Context: an optimization exercise on an open-source flow, tuned for small area, a short achievable clock period and few clock cycles per item. The choices shown serve that exercise and are no tape-out recipe. Function was checked by simulation only, so behaviour that the tests miss may differ from the original. Power and IR drop assume default switching activity.

==> flow/design.v <==
`timescale 1ns / 1ps
`default_nettype none
package rcpg_pkg;
  localparam int CFG_AW = 4;
  localparam int DATA_W = 32;
  localparam logic [1:0] REG_ANGULAR = 2'd0;
  localparam logic [1:0] REG_AXIAL   = 2'd1;
  localparam logic [1:0] REG_LIMIT   = 2'd2;
  localparam logic [3:0]  ANGULAR_RESET = 4'd4;
  localparam logic [3:0]  AXIAL_RESET   = 4'd3;
  localparam logic [15:0] LIMIT_RESET   = 16'hFFFF;
  localparam int COORD_W = 17;
endpackage
`default_nettype wire
`timescale 1ns / 1ps
`default_nettype none
import rcpg_pkg::*;
module range_cone_point_generator #(
  parameter int MAX_ANGULAR = 8,
  parameter int MAX_AXIAL   = 8
) (
  input  wire logic                      clk,
  input  wire logic                      rst,
  input  wire logic                      psel,
  input  wire logic                      penable,
  input  wire logic                      pwrite,
  input  wire logic [CFG_AW-1:0]         paddr,
  input  wire logic [DATA_W-1:0]         pwdata,
  output logic      [DATA_W-1:0]         prdata,
  output logic                           pready,
  input  wire logic                      in_valid,
  output logic                           in_stall,
  input  wire logic [15:0]               distance,
  input  wire logic [15:0]               lower_bound,
  input  wire logic [15:0]               upper_bound,
  input  wire logic [15:0]               cone_width,
  output logic                           out_valid,
  input  wire logic                      out_stall,
  output logic signed [COORD_W-1:0]      point_x,
  output logic signed [COORD_W-1:0]      point_y,
  output logic signed [COORD_W-1:0]      point_z,
  output logic                           last_point
);
  logic [3:0]  angular_count;
  logic [3:0]  axial_count;
  logic [15:0] range_limit;
  logic [1:0]  reg_idx;
  assign pready  = 1'b1;
  assign reg_idx = paddr[CFG_AW-1:2];
  always_ff @(posedge clk) begin
    if (rst) begin
      angular_count <= ANGULAR_RESET;
      axial_count   <= AXIAL_RESET;
      range_limit   <= LIMIT_RESET;
    end else if (psel && penable && pwrite) begin
      case (reg_idx)
        REG_ANGULAR: angular_count <= pwdata[3:0];
        REG_AXIAL:   axial_count   <= pwdata[3:0];
        REG_LIMIT:   range_limit   <= pwdata[15:0];
        default: ;
      endcase
    end
  end
  always_comb begin
    case (reg_idx)
      REG_ANGULAR: prdata = DATA_W'(angular_count);
      REG_AXIAL:   prdata = DATA_W'(axial_count);
      REG_LIMIT:   prdata = DATA_W'(range_limit);
      default:     prdata = '0;
    endcase
  end
  logic [2:0] m1_cfg;
  logic [2:0] nxm1_cfg;
  always_comb begin
    m1_cfg   = (angular_count == 4'd0) ? 3'd0 : angular_count[3] ? 3'd7 : 3'(angular_count - 4'd1);
    nxm1_cfg = (axial_count == 4'd0)   ? 3'd0 : axial_count[3]   ? 3'd7 : 3'(axial_count - 4'd1);
  end
  localparam logic [1:0] ST_IDLE = 2'd0;
  localparam logic [1:0] ST_ONE  = 2'd1;
  localparam logic [1:0] ST_PAIR = 2'd2;
  localparam logic [1:0] ST_PTS  = 2'd3;
  logic [1:0] st;
  logic       adv;        
  logic       acc;        
  logic       reject;
  logic [15:0] r;
  logic [15:0] fov;
  logic [2:0]  m1;         
  logic [2:0]  nxm1;       
  assign in_stall = (st != ST_IDLE);
  assign acc      = in_valid && (st == ST_IDLE);
  assign reject   = (distance < lower_bound) || (distance > upper_bound) ||
                    (distance > range_limit);
  logic [4:0]  slot;       
  logic [1:0]  pidx;       
  logic [15:0] ang_cur;    
  logic [1:0]  npairs_m1;
  assign npairs_m1 = 2'(((4'(m1) + 4'd1) >> 1) - 4'd1);
  logic [2:0] pi, pj;      
  logic       sub;         
  logic       d1v, d2v;
  logic [1:0] d1p, d2p;
  logic       d1sn, d2sn;      
  logic       d1ct, d2ct;      
  logic [1:0] d1ty, d2ty;      
  logic       d1cn, d2cn;      
  logic       d1l, d2l;        
  logic [16:0] xmag [0:3];
  logic        xneg [0:3];
  logic [31:0] rstab [0:3];
  logic [31:0] a_reg, a_nx;
  logic [15:0] b_reg, b_nx;
  logic [47:0] p_reg;
  logic [1:0]  ka_reg, ka_nx, kp_reg;    
  logic [1:0]  pa_reg, pa_nx, pp_reg;
  always_ff @(posedge clk) begin
    if (adv) begin
      a_reg  <= a_nx;
      b_reg  <= b_nx;
      ka_reg <= ka_nx;
      pa_reg <= pa_nx;
      p_reg  <= a_reg * b_reg;
      kp_reg <= ka_reg;
      pp_reg <= pa_reg;
    end
  end
  logic [13:0] am;
  logic        aswap;
  logic [13:0] tval;
  logic [1:0]  aq;
  assign am    = ang_cur[13:0];
  assign aq    = ang_cur[15:14];
  assign aswap = am > 14'd8192;
  assign tval  = aswap ? 14'(15'd16384 - {1'b0, am}) : am;
  logic        hc_has;
  logic [31:0] hc_c;
  logic [4:0]  hc_sh;
  always_comb begin
    hc_has = 1'b1;
    hc_c   = '0;
    hc_sh  = 5'd13;
    case (slot)
      5'd0:  begin hc_c = 32'd4042962617; end
      5'd1:  begin hc_c = 32'd2573828893; end
      5'd2:  begin hc_has = 1'b0; hc_sh = 5'd13; end
      5'd3:  begin hc_has = 1'b0; hc_sh = 5'd13; end
      5'd4:  begin hc_c = 32'd2867461969; hc_sh = 5'd20; end
      5'd5:  begin hc_c = 32'd2738223363; hc_sh = 5'd19; end
      5'd6:  begin hc_has = 1'b0; hc_sh = 5'd13; end
      5'd7:  begin hc_has = 1'b0; hc_sh = 5'd13; end
      5'd8:  begin hc_c = 32'd2179008030; hc_sh = 5'd19; end
      5'd9:  begin hc_c = 32'd2774398063; hc_sh = 5'd18; end
      5'd10: begin hc_has = 1'b0; hc_sh = 5'd13; end
      5'd11: begin hc_has = 1'b0; hc_sh = 5'd13; end
      5'd12: begin hc_c = 32'd2649353916; hc_sh = 5'd17; end
      5'd13: begin hc_c = 32'd3373260800; hc_sh = 5'd16; end
      default: begin hc_has = 1'b0; hc_sh = 5'd13; end
    endcase
  end
  logic [31:0] hprev;
  always_comb begin
    case (hc_sh)
      5'd16:   hprev = 32'(p_reg >> 16);
      5'd17:   hprev = 32'(p_reg >> 17);
      5'd18:   hprev = 32'(p_reg >> 18);
      5'd19:   hprev = 32'(p_reg >> 19);
      5'd20:   hprev = 32'(p_reg >> 20);
      default: hprev = 32'(p_reg >> 13);
    endcase
    if (slot < 5'd2) hprev = '0;
  end
  logic [16:0] s_res;
  logic [16:0] c_res;
  logic [47:0] c_full;
  logic [16:0] ps, pc, s_mag, c_mag;
  logic        c_neg;
  logic [16:0] s_hold;
  assign c_full = 48'h4000_2000_0000 - p_reg;    
  assign c_res  = c_full[46:30];
  always_comb begin
    ps    = aswap ? c_res : s_res;
    pc    = aswap ? s_res : c_res;
    s_mag = (aq == 2'd1) ? pc : ps;
    c_mag = (aq == 2'd1) ? ps : pc;
    c_neg = (aq != 2'd0);
  end
  logic [3:0]  drem;
  logic [15:0] dnum;
  logic [2:0]  dk;
  logic [18:0] dn;
  logic [4:0]  dtrial;
  logic        dge;
  assign dk     = m1 - {pidx + 2'd1, 1'b0};
  assign dn     = (dk[0] ? 19'(fov) : 19'd0) + (dk[1] ? 19'({fov, 1'b0}) : 19'd0) +
                  (dk[2] ? 19'({fov, 2'b00}) : 19'd0) + 19'(m1);
  assign dtrial = {drem, dnum[15]};
  assign dge    = dtrial >= {m1, 1'b0};
  logic [3:0] nx;
  logic [3:0] two_i;
  logic [3:0] two_j;
  logic       c_sn, c_ct, c_cn, c_last;
  logic [1:0] c_p, c_ty;
  logic [2:0] ieff;
  logic [15:0] cbm, sbm;
  logic [2:0] ni, nj;
  assign nx    = {1'b0, nxm1} + 4'd1;
  assign two_i = {pi, 1'b0};
  assign two_j = {pj, 1'b0};
  always_comb begin
    c_sn   = two_j < {1'b0, m1};
    c_ct   = two_j == {1'b0, m1};
    c_p    = c_ct ? 2'd3 : c_sn ? 2'(pj) : 2'(m1 - pj);
    c_ty   = (pi == 3'd0) ? 2'd0 : (two_i == nx) ? 2'd1 : 2'd2;
    if (c_ct) c_ty = 2'd0;
    c_cn   = two_i > nx;
    ieff   = (two_i < nx) ? pi : 3'(nx - {1'b0, pi});
    c_last = (pi == nxm1) && (pj == m1);
    if (pj == m1) begin
      ni = pi + 3'd1;
      nj = 3'd0;
    end else begin
      ni = pi;
      nj = pj + 3'd1;
      if ((pi != 3'd0) && ({nj, 1'b0} == {1'b0, m1})) nj = nj + 3'd1;
    end
  end
  always_comb begin
    cbm = 16'd0;
    sbm = 16'd0;
    case ({nxm1, ieff[1:0]})
      {3'd2, 2'd1}: begin sbm = 16'd56757; cbm = 16'd32766; end
      {3'd3, 2'd1}: begin sbm = 16'd46341; cbm = 16'd46341; end
      {3'd4, 2'd1}: begin sbm = 16'd38523; cbm = 16'd53018; end
      {3'd4, 2'd2}: begin sbm = 16'd62328; cbm = 16'd20253; end
      {3'd5, 2'd1}: begin sbm = 16'd32766; cbm = 16'd56757; end
      {3'd5, 2'd2}: begin sbm = 16'd56757; cbm = 16'd32766; end
      {3'd6, 2'd1}: begin sbm = 16'd28434; cbm = 16'd59046; end
      {3'd6, 2'd2}: begin sbm = 16'd51237; cbm = 16'd40862; end
      {3'd6, 2'd3}: begin sbm = 16'd63892; cbm = 16'd14586; end
      {3'd7, 2'd1}: begin sbm = 16'd25080; cbm = 16'd60547; end
      {3'd7, 2'd2}: begin sbm = 16'd46341; cbm = 16'd46341; end
      {3'd7, 2'd3}: begin sbm = 16'd60547; cbm = 16'd25080; end
      default: ;
    endcase
  end
  logic push;      
  always_comb begin
    a_nx  = '0;
    b_nx  = '0;
    ka_nx = 2'd0;
    pa_nx = pidx;
    push  = 1'b0;
    if (st == ST_PAIR) begin
      if (slot <= 5'd14) begin
        a_nx = hc_has ? (hc_c - hprev) : hprev;
        b_nx = 16'(tval);
      end else if (slot == 5'd16) begin
        a_nx  = 32'(c_mag);
        b_nx  = r;
        ka_nx = 2'd1;
      end else if (slot == 5'd17) begin
        a_nx  = 32'(s_hold);
        b_nx  = r;
        ka_nx = 2'd2;
      end
    end else if (st == ST_PTS) begin
      a_nx = rstab[c_p];
      b_nx = sub ? sbm : cbm;
      push = (c_ty != 2'd2) || sub;
    end
  end
  logic [16:0] out_x, out_y, out_z;
  logic        out_l;
  logic        out_v;
  logic [16:0] y_hold;
  assign adv = !(out_v && out_stall);
  always_ff @(posedge clk) begin
    if (rst) begin
      st  <= ST_IDLE;
      d1v <= 1'b0;
      d2v <= 1'b0;
    end else begin
      if (st == ST_IDLE) begin
        if (acc && !reject) begin
          st <= (m1_cfg == 3'd0) ? ST_ONE : ST_PAIR;
        end
      end else if (st == ST_ONE) begin
        if (adv && !d1v && !d2v) st <= ST_IDLE;
      end else if (adv) begin
        if (st == ST_PAIR) begin
          if (slot == 5'd17 && pidx == npairs_m1) st <= ST_PTS;
        end else begin
          if (push && c_last) st <= ST_IDLE;
        end
      end
      if (adv) begin
        d1v <= push;
        d2v <= d1v;
      end
    end
  end
  always_ff @(posedge clk) begin
    if (st == ST_IDLE) begin
      r       <= distance;
      fov     <= cone_width;
      m1      <= m1_cfg;
      nxm1    <= nxm1_cfg;
      slot    <= '0;
      pidx    <= '0;
      ang_cur <= 16'(({1'b0, cone_width} + 17'd1) >> 1);
    end else if (adv) begin
      if (st == ST_PAIR) begin
        if (slot == 5'd17) begin
          slot    <= '0;
          pidx    <= pidx + 2'd1;
          ang_cur <= dnum;
          if (pidx == npairs_m1) begin
            pi  <= '0;
            pj  <= '0;
            sub <= 1'b0;
          end
        end else begin
          slot <= slot + 5'd1;
        end
        if (slot == 5'd0) begin
          drem <= 4'(dn[18:16]);
          dnum <= dn[15:0];
        end else begin
          drem <= dge ? 4'(dtrial - {1'b0, m1, 1'b0}) : 4'(dtrial);
          dnum <= {dnum[14:0], dge};
        end
        if (slot == 5'd15) s_res  <= 17'((p_reg + 48'h1000_0000) >> 29);
        if (slot == 5'd16) s_hold <= s_mag;
      end else if (st == ST_PTS) begin
        if (c_ty == 2'd2 && !sub) begin
          sub <= 1'b1;
        end else begin
          sub <= 1'b0;
          pi  <= ni;
          pj  <= nj;
        end
      end
    end
  end
  logic c_neg_hold;
  always_ff @(posedge clk) begin
    if (adv) begin
      if (st == ST_PAIR && slot == 5'd16) c_neg_hold <= c_neg;
      if (kp_reg == 2'd1) begin
        xmag[pp_reg] <= 17'(p_reg[32:16] + 17'(p_reg[15]));
        xneg[pp_reg] <= c_neg_hold;
      end else if (st == ST_PAIR && slot == 5'd17 && pidx == npairs_m1 && !m1[0]) begin
        xmag[3] <= {1'b0, r};
        xneg[3] <= 1'b0;
      end
      if (kp_reg == 2'd2) begin
        rstab[pp_reg] <= p_reg[31:0];
      end
    end
  end
  always_ff @(posedge clk) begin
    if (adv) begin
      d1p  <= c_p;
      d1sn <= c_sn;
      d1ct <= c_ct;
      d1ty <= c_ty;
      d1cn <= c_cn;
      d1l  <= c_last;
      d2p  <= d1p;
      d2sn <= d1sn;
      d2ct <= d1ct;
      d2ty <= d1ty;
      d2cn <= d1cn;
      d2l  <= d1l;
      if (d1v && d1ty == 2'd2) y_hold <= 17'(p_reg[47:32] + 17'(p_reg[31]));
    end
  end
  logic [16:0] o_r16;      
  logic [16:0] o_r32;      
  logic [16:0] o_x, o_y, o_z;
  logic [31:0] o_rs;
  assign o_rs  = rstab[d2p];
  assign o_r16 = 17'(o_rs[31:16] + 16'(o_rs[15]));
  assign o_r32 = 17'(p_reg[47:32] + 17'(p_reg[31]));
  always_comb begin
    o_x = xneg[d2p] ? 17'(17'd0 - xmag[d2p]) : xmag[d2p];
    o_y = '0;
    o_z = '0;
    if (!d2ct) begin
      case (d2ty)
        2'd0: o_y = d2sn ? 17'(17'd0 - o_r16) : o_r16;
        2'd1: o_z = d2sn ? 17'(17'd0 - o_r16) : o_r16;
        default: begin
          o_y = (d2sn ^ d2cn) ? 17'(17'd0 - y_hold) : y_hold;
          o_z = d2sn ? 17'(17'd0 - o_r32) : o_r32;
        end
      endcase
    end
  end
  always_ff @(posedge clk) begin
    if (rst) begin
      out_v <= 1'b0;
    end else if (adv) begin
      if (d2v) begin
        out_v <= 1'b1;
        out_x <= o_x;
        out_y <= o_y;
        out_z <= o_z;
        out_l <= d2l;
      end else if (st == ST_ONE && !d1v) begin
        out_v <= 1'b1;
        out_x <= {1'b0, r};
        out_y <= '0;
        out_z <= '0;
        out_l <= 1'b1;
      end else begin
        out_v <= 1'b0;
      end
    end
  end
  assign out_valid  = out_v;
  assign point_x    = out_x;
  assign point_y    = out_y;
  assign point_z    = out_z;
  assign last_point = out_l;
endmodule
`default_nettype wire
==> flow/run.sh <==
#!/bin/bash
# synth_recipe.tcl (not shown) runs the flow's synth.tcl, then flattens the netlist and writes it again
# the make line also repeats each setting of config.mk as NAME=value (left out here)
make -C /OpenROAD-flow-scripts/flow DESIGN_CONFIG=/design/flow/config.mk WORK_HOME=/design/flow/orfs CLKGATE_MAP_FILE= SYNTH_SCRIPT=/design/flow/synth_recipe.tcl finish
==> flow/config.mk <==
export PLATFORM = sky130hd
export DESIGN_NAME = range_cone_point_generator
export DESIGN_NICKNAME = range_cone_point_generator
export VERILOG_FILES = /design/flow/design.v
export SDC_FILE = /design/flow/constraint.sdc
export NUM_CORES = 4
export LEC_CHECK = 0
export CAP_MARGIN = 20
export CORE_MARGIN = 2
export CORE_UTILIZATION = 30
export SLEW_MARGIN = 20
==> flow/constraint.sdc <==
create_clock -name core_clock -period 13.0 [get_ports {clk}]
set_input_delay 2.6000 -clock core_clock [delete_from_list [all_inputs] [get_ports {clk}]]
set_output_delay 2.6000 -clock core_clock [all_outputs]
set_load 0.01 [all_outputs]
==> out/results.txt <==
Initial antenna violation count: 0
EDFF count, synth: 505
Min-delay worst type: register to register
Setup Fix Bufs, Post-CTS: 0
Most frequent CP cell: fa_1
Count of cell types in the netlist: 83
Sequential Area: 16600 sq um
Vias per cell: 5.09
PortBufs: 158
RSZ-0062 raised after global routing: no
Router iterations before antenna repair: 11
Worst slew margin: 19.5%
Routed WL per cell: 19.1 um
Vias in the first global route: 36700
Reg-to-reg slack, setup: 5140 ps
Routability congestion estimate: 0.924
Max Fclk: 0.127 GHz
Leading area contributor after synthesis: edfxtp_1
Routed Antenna Nets: 0
Routed via count: 36400
Synth top area share: 31.0%
R2R depth: 20
WP data required: 13420 ps
Gate Count Post-Synth: 4891
Final hold viol count: 0
Worst-Margin Slew: 1200 ps
Outcome: finished clean
DRC: 0
First-pass GRT wire length: 214000 um
Initial Util: 30.2%
Cell Area, Synth: 49000 sq um
Core Area: 162000 sq um
Max incr delay on CP: 950 ps
Share of layout cells above drive strength 1: 6.17%
Seq cells post-synth: 576
Worst setup path start: a_reg[8]
Critical path class: register to register
Initial drt markers: 3144
Period utilisation layout: 60.5%
CP Cell Sequence: nand2_1 > fa_1 > inv_1 > fa_1 > fa_1 > fa_1 > fa_1 > inv_1 > fa_1 > inv_1 > ha_1 > a21oi_1 > o211ai_1 > a311o_1 > o221ai_1 > nor4_1 > or3_1 > a221oi_1 > o21ai_0 > xor2_1
Largest net degree at the start of global routing: 71
Seq/Total Area, Yosys: 33.9%
Die area: 167000 sq um
Most common flop cell mapped by yosys: edfxtp_1
Fill count: 16400
Cell leakage power: 22.8 nW
Clock Latency Late Sink: 680 ps
Cts repair resizes: 0
Number of buffers created by CTS: 61
Footprint of the multi-input gates: 29100 sq um
Worst setup margin: 5140 ps
Synth area leaders: edfxtp_1 (31%), fa_1 (18%), ha_1 (7.0%)
Die Y: 408 um
Finish-stage setup viols: 0
Final Max Tran Viols: 0
DRT Wirelength: 137000 um
Layout overhead on the synthesized area: 12.2%
Yosys warning total: 1
Number of max-cap violations: 0
Non-Filler Instances: 7151
Clk buf depth: 3
DP Cell Count: 7036
Final HPWL DP: 103000 um
Ports: 194
Startpoint types: register
Post-Place Worst Slack: 5110 ps
Worst-path clk slew: 60 ps
CTS tree: built
Count of nets after finishing: 5741
Worst reg2reg startpoint: a_reg[8]
Max FFs per register: 128
TNS Setup: 0 ps
Post-synthesis average cell area: 10.0 sq um
Setup Skew: 71.5 ps
Setup crit end kind: register
Clk root buf: clkbuf_16
Worst-path fanout max: 16
Power per cell area: 96.6 nW/um^2
CP endpoint: p_reg[46]
Ys async rst share: 0%
GRT Total Usage: 16.1%
Worst r2r dst: p_reg[46]
Die width: 408 um
Min Tclk post-route: 7860 ps
Worst IR Drop VDD: 111 uV
H-tree depth: 2
WP data arrival: 8280 ps
Sink Count: 576
Site row count: 148
Count of hold-fix buffers inserted at cts: 0
Slowest cell on crit path: edfxtp_1
Total grt overflow: 0
[cells in the final DEF, fill, tap and decap left out, types with 74 or more instances in the layout]
cell,netlist,routed
nand2_1,644,644
inv_1,608,607
edfxtp_1,505,505
fa_1,437,437
ha_1,273,273
nor2_1,275,270
and2_1,239,239
a21oi_1,215,214
o21ai_0,187,186
clkdlybuf4s50_1,0,158
xnor2_1,148,148
xor2_1,116,115
buf_4,18,74
[power breakdown]
group	internal, mW	leakage, nW	switching (mW)
sequential	2.14	5.62	0.181
clock	1.04	1.04	0.801
combinational	0.440	16.2	0.708
total	3.62	22.8	1.69
[cell families (layout without fill, tap and decap cells)]
kind of cell / after synthesis / count (layout) / share of synthesized area, %
AND/OR/NAND/NOR: 1543 / 1543 / 14.8
buffers and inverters: 892 / 961 / 7.03
AO/OA/AOI/OAI: 792 / 792 / 10.7
adder cells (fa/ha/maj): 710 / 710 / 24.8
flip-flops: 576 / 576 / 33.9
XOR/XNOR: 264 / 264 / 4.72
multiplexers: 112 / 112 / 4.03
other: 2 / 18 / 0.0153
[worst min-delay path by stage]
stage,start,to,cells past startpoint
3_5_place_dp,d1l,d2l,0
5_1_grt,ka_reg[1],kp_reg[1],0
3_3_place_gp,ka_reg[1],kp_reg[1],0
6_report,ka_reg[1],kp_reg[1],0
4_1_cts,ka_reg[1],kp_reg[1],0
2_1_floorplan,d1cn,d2cn,0
[metrics by stage]
step                utilization (%)  total power, mW  instance area, sq um  hold slack (ps)
floorplan                         -             3.07                 49000              400
global placement               32.5             3.48                 52900              403
detailed placement             32.5             3.49                 52900              406
CTS                            33.8             5.33                 55000              421
global route                   33.8             5.54                 55000              427
finish                         33.8             5.31                 55000              421
[per-layer routing]
layer  GRT usage [%]  wire, um  vias to the layer above
met5               0         0                        -
li1                -         -                    16600
met2            27.2     65500                     1263
met4            4.33      3880                        0
met1            21.7     59200                    18300
met3            2.00      8340                      232
[worst max-delay path, delay by kind of cell (launching register included)]
family,cells,cell delay (ps)
fa+ha+maj,7,3620
compound gates,6,1980
flops,1,950
simple gates,3,750
buf+inv,3,170
xor+xnor,1,160
[cells in the mapped netlist, types with 14 or more instances]
library cell / count
a211o_1: 25
a211oi_1: 17
a21o_1: 67
a21oi_1: 215
a222oi_1: 68
a22oi_1: 28
a31oi_1: 22
and2_1: 239
and3_1: 29
buf_4: 18
clkbuf_1: 239
dfxtp_1: 71
edfxtp_1: 505
fa_1: 437
ha_1: 273
inv_1: 608
mux2_2: 18
mux2i_1: 28
mux4_2: 65
nand2_1: 644
nand2b_1: 53
nand3_1: 73
nand4_1: 36
nor2_1: 275
nor2b_1: 60
nor3_1: 51
nor4_1: 21
o211ai_1: 14
o21ai_0: 187
o21bai_1: 16
o221ai_1: 19
o22ai_1: 25
o31ai_1: 21
or3_1: 21
xnor2_1: 148
xor2_1: 116
[area by class of cell]
type | instances | area share (%)
clock inverters | 44 | 0.913
clock buffers | 70 | 2.91
inverters | 615 | 4.20
diodes | 1 | 0.00455
repair buffers | 232 | 3.89
well taps | 2175 | 4.95
flip-flops and latches | 576 | 30.2
multi-input cells | 3438 | 52.9
Testbench counts, summed over its fixed seeds: cycles 26,928, points 6,594.

what the ideal ports hide:
The results above use ideal ports. As a check the final layout listed here was re-extracted and re-timed, cells and wires unchanged.
Step 1 sets driving cells, clkbuf_16 on the clock port and buf_2 on the other inputs (assumed; they add their load-dependent delay and slew).
Step 2, shift: input delay + t, output delay - t, t = (earliest + latest rising clock arrival at the registers) / 2. This alone moves slack from input paths to output paths.
Three values: ideal ports, drivers, drivers and shift; two values: the first two.
t, ns: 0.713
setup WS [ns]: 5.139 / 5.139 / 5.139
worst hold slack (ns): 0.421 / 0.421 / 0.421
slew at the worst register clock pin (ns): 0.07 / 0.07
pins driven straight from the clock port: 1
After both steps setup and hold are still met in this run. For this run, drivers alone change the setup slack by 0.000 ns; drivers and shift together by 0.000 ns.
